From an optimization exercise on the open Yosys and OpenROAD flow, aimed at small area, a short achievable clock period and few clock cycles per item; shortcuts taken in it are not production practice. The RTL was checked by simulation tests, not by an equivalence proof against the original design.

==> branch raven: inputs <==
// range_cone_point_generator
module range_cone_point_generator #(
  parameter int MAX_ANGULAR = 8,
  parameter int MAX_AXIAL   = 8
) (
  input  wire logic                      clk,
  input  wire logic                      rst,
  input  wire logic                      psel,
  input  wire logic                      penable,
  input  wire logic                      pwrite,
  input  wire logic [CFG_AW-1:0]         paddr,
  input  wire logic [DATA_W-1:0]         pwdata,
  output logic      [DATA_W-1:0]         prdata,
  output logic                           pready,
  input  wire logic                      in_valid,
  output logic                           in_stall,
  input  wire logic [15:0]               distance,
  input  wire logic [15:0]               lower_bound,
  input  wire logic [15:0]               upper_bound,
  input  wire logic [15:0]               cone_width,
  output logic                           out_valid,
  input  wire logic                      out_stall,
  output logic signed [COORD_W-1:0]      point_x,
  output logic signed [COORD_W-1:0]      point_y,
  output logic signed [COORD_W-1:0]      point_z,
  output logic                           last_point
);
  logic [3:0]  angular_count;
  logic [3:0]  axial_count;
  logic [15:0] range_limit;
  logic [1:0]  reg_idx;
  assign pready  = 1'b1;
  assign reg_idx = paddr[CFG_AW-1:2];
  always_ff @(posedge clk) begin
  ...
export LEC_CHECK = 0
export ABC_CLOCK_PERIOD_IN_PS = 4500
export CAP_MARGIN = 20
export CORE_MARGIN = 2
export CORE_UTILIZATION = 60
export CTS_BUF_LIST = sky130_fd_sc_hd__clkbuf_4 sky130_fd_sc_hd__clkbuf_8
export SLEW_MARGIN = 20
create_clock -name core_clock -period 13.0 [get_ports {clk}]
standard.sh (not shown) runs the stock make flow with config.mk's settings and CLKGATE_MAP_FILE= SYNTH_SCRIPT=/design/flow/synth_recipe.tcl, a recipe that flattens the netlist after the stock synthesis.
==> flow/flow/run.sh <==
#!/bin/bash
set -e
export SETUP_SLACK_MARGIN=7.0
bash standard.sh > standard.log 2>&1
==> branch garnet: changes against branch raven <==
--- a/flow/design.v
+++ b/flow/design.v
@@ -114,17 +114,18 @@
   logic       d1v, d2v, d3v;
   logic [1:0] d1p, d2p;
   logic [2:0] d1q, d2q;        
   logic       d1sn, d2sn;      
   logic       d1ct, d2ct;      
   logic [1:0] d1ty, d2ty;      
   logic       d1cn, d2cn;      
   logic       d1l, d2l, d3l;   
-  logic [16:0] d3x, d3y, d3z;
+  logic [1:0] d3p;             
+  logic [16:0] d3y, d3z;
   logic [16:0] xtab [0:3];     
   logic [31:0] rstab [0:3];
   assign adv = !(d3v && out_stall);
   logic [31:0] a_reg, a_nx;
   logic [15:0] b_reg, b_nx;
   logic [47:0] mul_s, mul_c;     
   logic [24:0] mul_lo;
   logic [23:0] plo_reg;          
@@ -551,17 +552,17 @@
       d1cn <= e_cn;
       d1l  <= e_l;
       d2p  <= d1p;
       d2sn <= d1sn;
       d2ct <= d1ct;
       d2ty <= d1ty;
       d2cn <= d1cn;
       d2l  <= d1l;
-      d3x  <= xtab[d2p];
+      d3p  <= d2p;
       d3y  <= o_y;
       d3z  <= o_z;
       d3l  <= d2l;
     end
   end
   logic [31:0] o_rs;
   logic        o_nt, o_zp;
   logic [16:0] o_ys, o_zs;
@@ -588,17 +589,17 @@
         default: begin
           o_y = o_yv;
           o_z = o_zv;
         end
       endcase
     end
   end
   assign out_valid  = d3v;
-  assign point_x    = d3x;
+  assign point_x    = xtab[d3p];
   assign point_y    = d3y;
   assign point_z    = d3z;
   assign last_point = d3l;
 endmodule
 module rcpg_mul (
   input  wire [31:0] a,
   input  wire [15:0] b,
   output wire [47:0] s,
==> branch umber: changes against branch raven <==
==> flow/config.mk (replaced) <==
export PLATFORM = sky130hd
export DESIGN_NAME = range_cone_point_generator
export DESIGN_NICKNAME = range_cone_point_generator
export VERILOG_FILES = /design/flow/design.v
export SDC_FILE = /design/flow/constraint.sdc
export NUM_CORES = 4
export LEC_CHECK = 0
export ABC_CLOCK_PERIOD_IN_PS = 5000
export CAP_MARGIN = 20
export CORE_MARGIN = 2
export CORE_UTILIZATION = 45
export CTS_BUF_LIST = sky130_fd_sc_hd__clkbuf_4 sky130_fd_sc_hd__clkbuf_8
export SLEW_MARGIN = 20
==> summary.txt <==
Post-Synth Simple-Gate Area: branch umber 0.1187; branch raven 0.1187; branch garnet 0.1178
Synthesized area per cell: branch umber 10.05 µm²; branch raven 10.05 µm²; branch garnet 10.01 µm²
Sequential standard cell area: branch umber 0.02078 mm²; branch raven 0.02078 mm²; branch garnet 0.02037 mm²
Worst path slowest cell: branch umber a2111oi_4; branch raven o21ai_1; branch garnet nor2b_4
Setup slack after placement: branch umber 5898 ps; branch raven 5801 ps; branch garnet 5864 ps
Core Rows: branch umber 127; branch raven 110; branch garnet 110
Met2 routing resource usage after global routing: branch umber 0.4448; branch raven 0.5344; branch garnet 0.5837
Register-to-Register Setup Slack: branch umber 6790 ps; branch raven 6890 ps; branch garnet 7030 ps
End-of-flow core utilization: branch umber 0.5155; branch raven 0.6733; branch garnet 0.6734
Highest signal layer in the routed design: branch umber met4; branch raven met4; branch garnet met5
Largest net degree at the start of global routing: branch umber 96; branch raven 95; branch garnet 97
Final worst clock skew: branch umber 68.02 ps; branch raven 72.35 ps; branch garnet 87.91 ps
Design area: branch umber 0.06160 mm²; branch raven 0.06033 mm²; branch garnet 0.06034 mm²
Synth cell types: branch umber 103; branch raven 103; branch garnet 111
Result of the run: branch umber no timing/DRC/antenna violations; branch raven no timing/DRC/antenna violations; branch garnet no timing/DRC/antenna violations
Vias in the first global route: branch umber 41680; branch raven 40690; branch garnet 42160
Worst max-slew margin expressed relative to the limit: branch umber 0.2831; branch raven 0.2372; branch garnet 0.1474
Post-Route WL: branch umber 172.1 mm; branch raven 162.1 mm; branch garnet 171.0 mm
DP HPWL: branch umber 116.4 mm; branch raven 110.3 mm; branch garnet 116.5 mm
Clock insertion delay at the later pin of the skew report: branch umber 880 ps; branch raven 800 ps; branch garnet 830 ps
Testbench counts of branch raven, summed over its fixed seeds: cycles 12,380, points 6,594.
Testbench counts of branch garnet, summed over its fixed seeds: cycles 12,380, points 6,594.
Testbench counts of branch umber, summed over its fixed seeds: cycles 12,380, points 6,594.

==> run B: inputs <==
range_cone_point_generator, a different RTL version from the one above (not shown whole).
Design range_cone_point_generator, start of the top module:
module range_cone_point_generator #(
  parameter int MAX_ANGULAR = 8,
  parameter int MAX_AXIAL   = 8
) (
  input  wire logic                      clk,
  input  wire logic                      rst,
  input  wire logic                      psel,
  input  wire logic                      penable,
  input  wire logic                      pwrite,
  input  wire logic [CFG_AW-1:0]         paddr,
  input  wire logic [DATA_W-1:0]         pwdata,
  output logic      [DATA_W-1:0]         prdata,
  output logic                           pready,
  input  wire logic                      in_valid,
  output logic                           in_stall,
  input  wire logic [15:0]               distance,
  input  wire logic [15:0]               lower_bound,
  input  wire logic [15:0]               upper_bound,
  input  wire logic [15:0]               cone_width,
  output logic                           out_valid,
  input  wire logic                      out_stall,
  output logic signed [COORD_W-1:0]      point_x,
  output logic signed [COORD_W-1:0]      point_y,
  output logic signed [COORD_W-1:0]      point_z,
  output logic                           last_point
);
clock: 13.0 ns
lec_check: 0
abc_clock_period_in_ps: 4500
cap_margin: 20
core_margin: 2
core_utilization: 60
cts_buf_list: sky130_fd_sc_hd__clkbuf_4 sky130_fd_sc_hd__clkbuf_8
slew_margin: 20
Scripts as last shown in full above: flow/flow/run.sh
==> inputs of run A, as changes to run B <==
==> flow/config.mk (replaced) <==
export PLATFORM = sky130hd
export DESIGN_NAME = range_cone_point_generator
export DESIGN_NICKNAME = range_cone_point_generator
export VERILOG_FILES = /design/flow/design.v
export SDC_FILE = /design/flow/constraint.sdc
export NUM_CORES = 4
export LEC_CHECK = 0
export ABC_CLOCK_PERIOD_IN_PS = 5000
export CAP_MARGIN = 20
export CORE_MARGIN = 2
export CORE_UTILIZATION = 45
export SLEW_MARGIN = 20
==> inputs of run C, as changes to run B <==
--- a/flow/design.v
+++ b/flow/design.v
@@ -108,24 +108,23 @@
   logic [2:0] pi, pj;      
   logic       rflip;       
   logic       cact;        
   logic [2:0] cstep;       
   logic [1:0] cieff;       
   logic       cflip;       
   logic       d1v, d2v, d3v;
   logic [1:0] d1p, d2p;
-  logic [1:0] d1q, d2q;        
+  logic [2:0] d1q, d2q;        
   logic       d1sn, d2sn;      
   logic       d1ct, d2ct;      
   logic [1:0] d1ty, d2ty;      
   logic       d1cn, d2cn;      
   logic       d1l, d2l, d3l;   
-  logic [1:0] d3p;             
-  logic [16:0] d3y, d3z;
+  logic [16:0] d3x, d3y, d3z;
   logic [16:0] xtab [0:3];     
   logic [31:0] rstab [0:3];
   assign adv = !(d3v && out_stall);
   logic [31:0] a_reg, a_nx;
   logic [15:0] b_reg, b_nx;
   logic [47:0] mul_s, mul_c;     
   logic [24:0] mul_lo;
   logic [23:0] plo_reg;          
@@ -285,41 +284,41 @@
     ang_nx  = pidle ? 16'(({1'b0, cone_width} + 17'd1) >> 1) : 16'(ang_cur - dnum - 16'(aborrow));
   end
   logic [3:0] nx;
   logic [3:0] two_i;
   logic [3:0] two_j;
   logic       c_sn, c_ct, c_cn, c_last;
   logic [1:0] c_p, c_ty;
   logic [2:0] ni, nj;
-  logic [1:0] c_q;         
+  logic [2:0] c_q;         
   logic       c_mir1;      
   logic       cstart;      
   logic [3:0] two_in;
   logic [2:0] ieffn;
   logic [1:0] rieff;       
   logic [2:0] cpos;        
   logic [1:0] ck;
-  logic [1:0] cq;
+  logic [2:0] cq;
   logic       cfl;
   logic [15:0] cbm, sbm;
   logic       pdone;       
   assign nx    = {1'b0, nxm1e} + 4'd1;
   assign two_i = {pi, 1'b0};
   assign two_j = {pj, 1'b0};
   assign pdone = !(own && (pst == P_PAIR || pst == P_READY));
   always_comb begin
     c_sn   = two_j < {1'b0, m1e};
     c_ct   = two_j == {1'b0, m1e};
     c_p    = c_ct ? 2'd3 : c_sn ? 2'(pj) : 2'(m1e - pj);
     c_ty   = (pi == 3'd0) ? 2'd0 : (two_i == nx) ? 2'd1 : c_sn ? 2'd2 : 2'd3;
     if (c_ct) c_ty = 2'd0;
     c_cn   = two_i > nx;
     c_last = (pi == nxm1e) && (pj == m1e);
-    c_q    = rflip ? 2'(npm1 - c_p) : c_p;
+    c_q    = rflip ? 3'(npm1 + 2'd1 - c_p) : {1'b0, c_p};
     c_mir1 = !c_sn && !c_ct && (c_p == npm1);
     two_in = {pi + 3'd1, 1'b0};
     ieffn  = (two_in < nx) ? 3'(pi + 3'd1) : 3'(nx - {1'b0, pi + 3'd1});
     cstart = (est == E_PTS) && c_mir1 && (pi != nxm1e) && (two_in != nx);
     if (pj == m1e) begin
       ni = pi + 3'd1;
       nj = 3'd0;
     end else begin
@@ -327,17 +326,17 @@
       nj = pj + 3'd1;
       if ((pi != 3'd0) && ({nj, 1'b0} == {1'b0, m1e})) nj = nj + 3'd1;
     end
   end
   always_comb begin
     cpos  = cstart ? 3'd0 : cstep;
     ck    = cpos[2:1];
     cfl   = cstart ? !cflip : cflip;
-    cq    = cfl ? 2'(npm1 - ck) : ck;
+    cq    = cfl ? 3'(npm1 + 2'd1 - ck) : {1'b0, ck};
     rieff = cstart ? ieffn[1:0] : cieff;
   end
   always_comb begin
     cbm = 16'd0;
     sbm = 16'd0;
     case ({nxm1e, rieff})
       {3'd2, 2'd1}: begin sbm = 16'd56757; cbm = 16'd32766; end
       {3'd3, 2'd1}: begin sbm = 16'd46341; cbm = 16'd46341; end
@@ -385,17 +384,17 @@
         b_nx  = r;
         ka_nx = s_is_c ? 3'd2 : 3'd1;
       end
       na_nx = (aq != 2'd0);
     end else begin
       a_nx  = (kp_reg == 3'd2 && pp_reg[1:0] == ck) ? p_reg[31:0] : rstab[ck];
       b_nx  = cpos[0] ? sbm : cbm;
       ka_nx = (cstart || cact) ? (cpos[0] ? 3'd4 : 3'd3) : 3'd0;
-      pa_nx = {1'b0, cq};
+      pa_nx = cq;
     end
     if (est == E_PTS) begin
       push = pdone || (c_sn && (pidx > 2'(pj)));
     end else if (est == E_ONE) begin
       one  = !d1v && !d2v;
       push = one;
     end
     pend = (pst == P_PAIR) && (slot == 3'd7) && (pidx == npm1p[1:0]);
@@ -496,36 +495,36 @@
           cflip <= !cflip;
         end else if (cact) begin
           cstep <= cstep + 3'd1;
           if (cstep == {npm1, 1'b1}) cact <= 1'b0;
         end
       end
     end
   end
-  logic [15:0] ytab [0:3];     
-  logic [15:0] ztab [0:3];
+  logic [15:0] ytab [0:4];     
+  logic [15:0] ztab [0:4];
   logic [15:0] prnd;           
   assign prnd = 16'(p_reg[47:32] + 16'(p_reg[31]));
   always_ff @(posedge clk) begin
     if (adv) begin
       if (kp_reg == 3'd1) begin
         xtab[pp_reg[1:0]] <= 17'((p_reg[32:16] ^ {17{np_reg}}) + 17'(p_reg[15] ^ np_reg));
       end else if (pend && !m1[0]) begin
         xtab[3] <= {1'b0, r};
       end else if (one) begin
         xtab[0] <= {1'b0, r};
       end
       if (kp_reg == 3'd2) begin
         rstab[pp_reg[1:0]] <= p_reg[31:0];
       end else if (one) begin
         rstab[0] <= '0;
       end
-      if (kp_reg == 3'd3) ytab[pp_reg[1:0]] <= prnd;
-      if (kp_reg == 3'd4) ztab[pp_reg[1:0]] <= prnd;
+      if (kp_reg == 3'd3) ytab[pp_reg] <= prnd;
+      if (kp_reg == 3'd4) ztab[pp_reg] <= prnd;
     end
   end
   logic       e_sn, e_ct, e_cn, e_l;
   logic [1:0] e_p, e_ty;
   always_comb begin
     e_p  = c_p;
     e_sn = c_sn;
     e_ct = c_ct;
@@ -552,30 +551,30 @@
       d1cn <= e_cn;
       d1l  <= e_l;
       d2p  <= d1p;
       d2sn <= d1sn;
       d2ct <= d1ct;
       d2ty <= d1ty;
       d2cn <= d1cn;
       d2l  <= d1l;
-      d3p  <= d2p;
+      d3x  <= xtab[d2p];
       d3y  <= o_y;
       d3z  <= o_z;
       d3l  <= d2l;
     end
   end
   logic [31:0] o_rs;
   logic        o_nt, o_zp;
   logic [16:0] o_ys, o_zs;
   logic        o_yb, o_zb, o_yn, o_zn;
   logic [16:0] o_yv, o_zv;
   assign o_rs = rstab[d2p];
   assign o_nt = d2ty[1];
-  assign o_zp = (kp_reg == 3'd4) && (pp_reg[1:0] == d2q);
+  assign o_zp = (kp_reg == 3'd4) && (pp_reg == d2q);
   assign o_ys = o_nt ? {1'b0, ytab[d2q]} : {1'b0, o_rs[31:16]};
   assign o_yb = o_nt ? 1'b0 : o_rs[15];
   assign o_yn = d2sn ^ (o_nt & d2cn);
   assign o_zs = !o_nt ? {1'b0, o_rs[31:16]} : o_zp ? {1'b0, prnd} : {1'b0, ztab[d2q]};
   assign o_zb = !o_nt ? o_rs[15] : 1'b0;
   assign o_zn = d2sn;
   assign o_yv = 17'((o_ys ^ {17{o_yn}}) + 17'(o_yb ^ o_yn));
   assign o_zv = 17'((o_zs ^ {17{o_zn}}) + 17'(o_zb ^ o_zn));
@@ -589,17 +588,17 @@
         default: begin
           o_y = o_yv;
           o_z = o_zv;
         end
       endcase
     end
   end
   assign out_valid  = d3v;
-  assign point_x    = xtab[d3p];
+  assign point_x    = d3x;
   assign point_y    = d3y;
   assign point_z    = d3z;
   assign last_point = d3l;
 endmodule
 module rcpg_mul (
   input  wire [31:0] a,
   input  wire [15:0] b,
   output wire [47:0] s,
==> flow/config.mk (replaced) <==
export PLATFORM = sky130hd
export DESIGN_NAME = range_cone_point_generator
export DESIGN_NICKNAME = range_cone_point_generator
export VERILOG_FILES = /design/flow/design.v
export SDC_FILE = /design/flow/constraint.sdc
export NUM_CORES = 4
export LEC_CHECK = 0
export ABC_CLOCK_PERIOD_IN_PS = 5000
export CAP_MARGIN = 20
export CORE_MARGIN = 2
export CORE_UTILIZATION = 45
export SLEW_MARGIN = 20
==> results.py <==
metrics = {
    "finish": {
        "diodes": 0,
        "clock_buffers": 100,
        "clock_area_frac": 0.0433,
    },
    "synth": {
        "synth_adder_area_share": 0.152,
    },
    "status": {
        "status": "no timing/DRC/antenna violations",
    },
    "floorplanning": {
        "die_h_um": 350,
    },
    "drt": {
        "met2_length_um": 80300,
    },
    "clocking": {
        "cts.clk_slew.worst_paths_ns": 0.07,
    },
    "worst_setup_path": {
        "r2r-end": "a_reg[13]$_DFFE_PN_",
        "crit_path_end_kind": "flop",
    },
}
Source of the figures above: run C

==> results.py <==
metrics = {
    "synth": {
        "synth_adder_area_share": 0.156,
    },
    "finish": {
        "clock_buffers": 137,
        "clock_area_frac": 0.0396,
    },
    "worst_setup_path": {
        "crit_path_end_kind": "output port",
    },
    "status": {
        "status": "no timing/DRC/antenna violations",
    },
}
Source of the figures above: run B

==> results.py <==
metrics = {
    "clocking": {
        "cts.clk_slew.worst_paths_ns": 0.06,
    },
    "finish": {
        "clock_area_frac": 0.0434,
        "diodes": 4,
        "clock_buffers": 92,
    },
    "status": {
        "status": "no timing/DRC/antenna violations",
    },
}
Source of the figures above: run A

Testbench counts of run B, summed over its fixed seeds: cycles 12,380, points 6,594.
Testbench counts of run A, summed over its fixed seeds: cycles 12,380, points 6,594.
Testbench counts of run C, summed over its fixed seeds: cycles 12,380, points 6,594.

-- re-timing with driven ports --
How much do the figures lean on ideal ports? The routed layouts below were timed once more, with nothing changed but the port constraints. Step 1, drivers: a clkbuf_16 drives clk and a buf_2 each remaining input, both assumed. Step 2 moves the port delays by t, midway between the first and last clock arrival at a register: inputs arrive t later, outputs are due t later. That takes back most of the time a late clock gives input paths. Three values: no drivers, after step 1, after step 2; two values: the first two.
run	t, ns	setup slack, ns	hold slack, ns
branch raven	0.834	6.895 / 6.895 / 6.483	0.415 / 0.415 / 0.415
branch garnet	0.855	6.934 / 6.877 / 6.543	0.419 / 0.419 / 0.419
branch umber	0.921	6.793 / 6.793 / 6.459	0.385 / 0.385 / 0.385
run B	0.817	7.022 / 6.998 / 6.426	0.408 / 0.408 / 0.408
run A	0.726	7.038 / 6.996 / 6.506	0.419 / 0.419 / 0.419
run C	0.732	6.841 / 6.841 / 6.718	0.419 / 0.419 / 0.419
After both steps every run listed still meets setup and hold. For run B, which loses most, drivers alone change the setup slack by -0.024 ns; drivers and shift together by -0.596 ns.
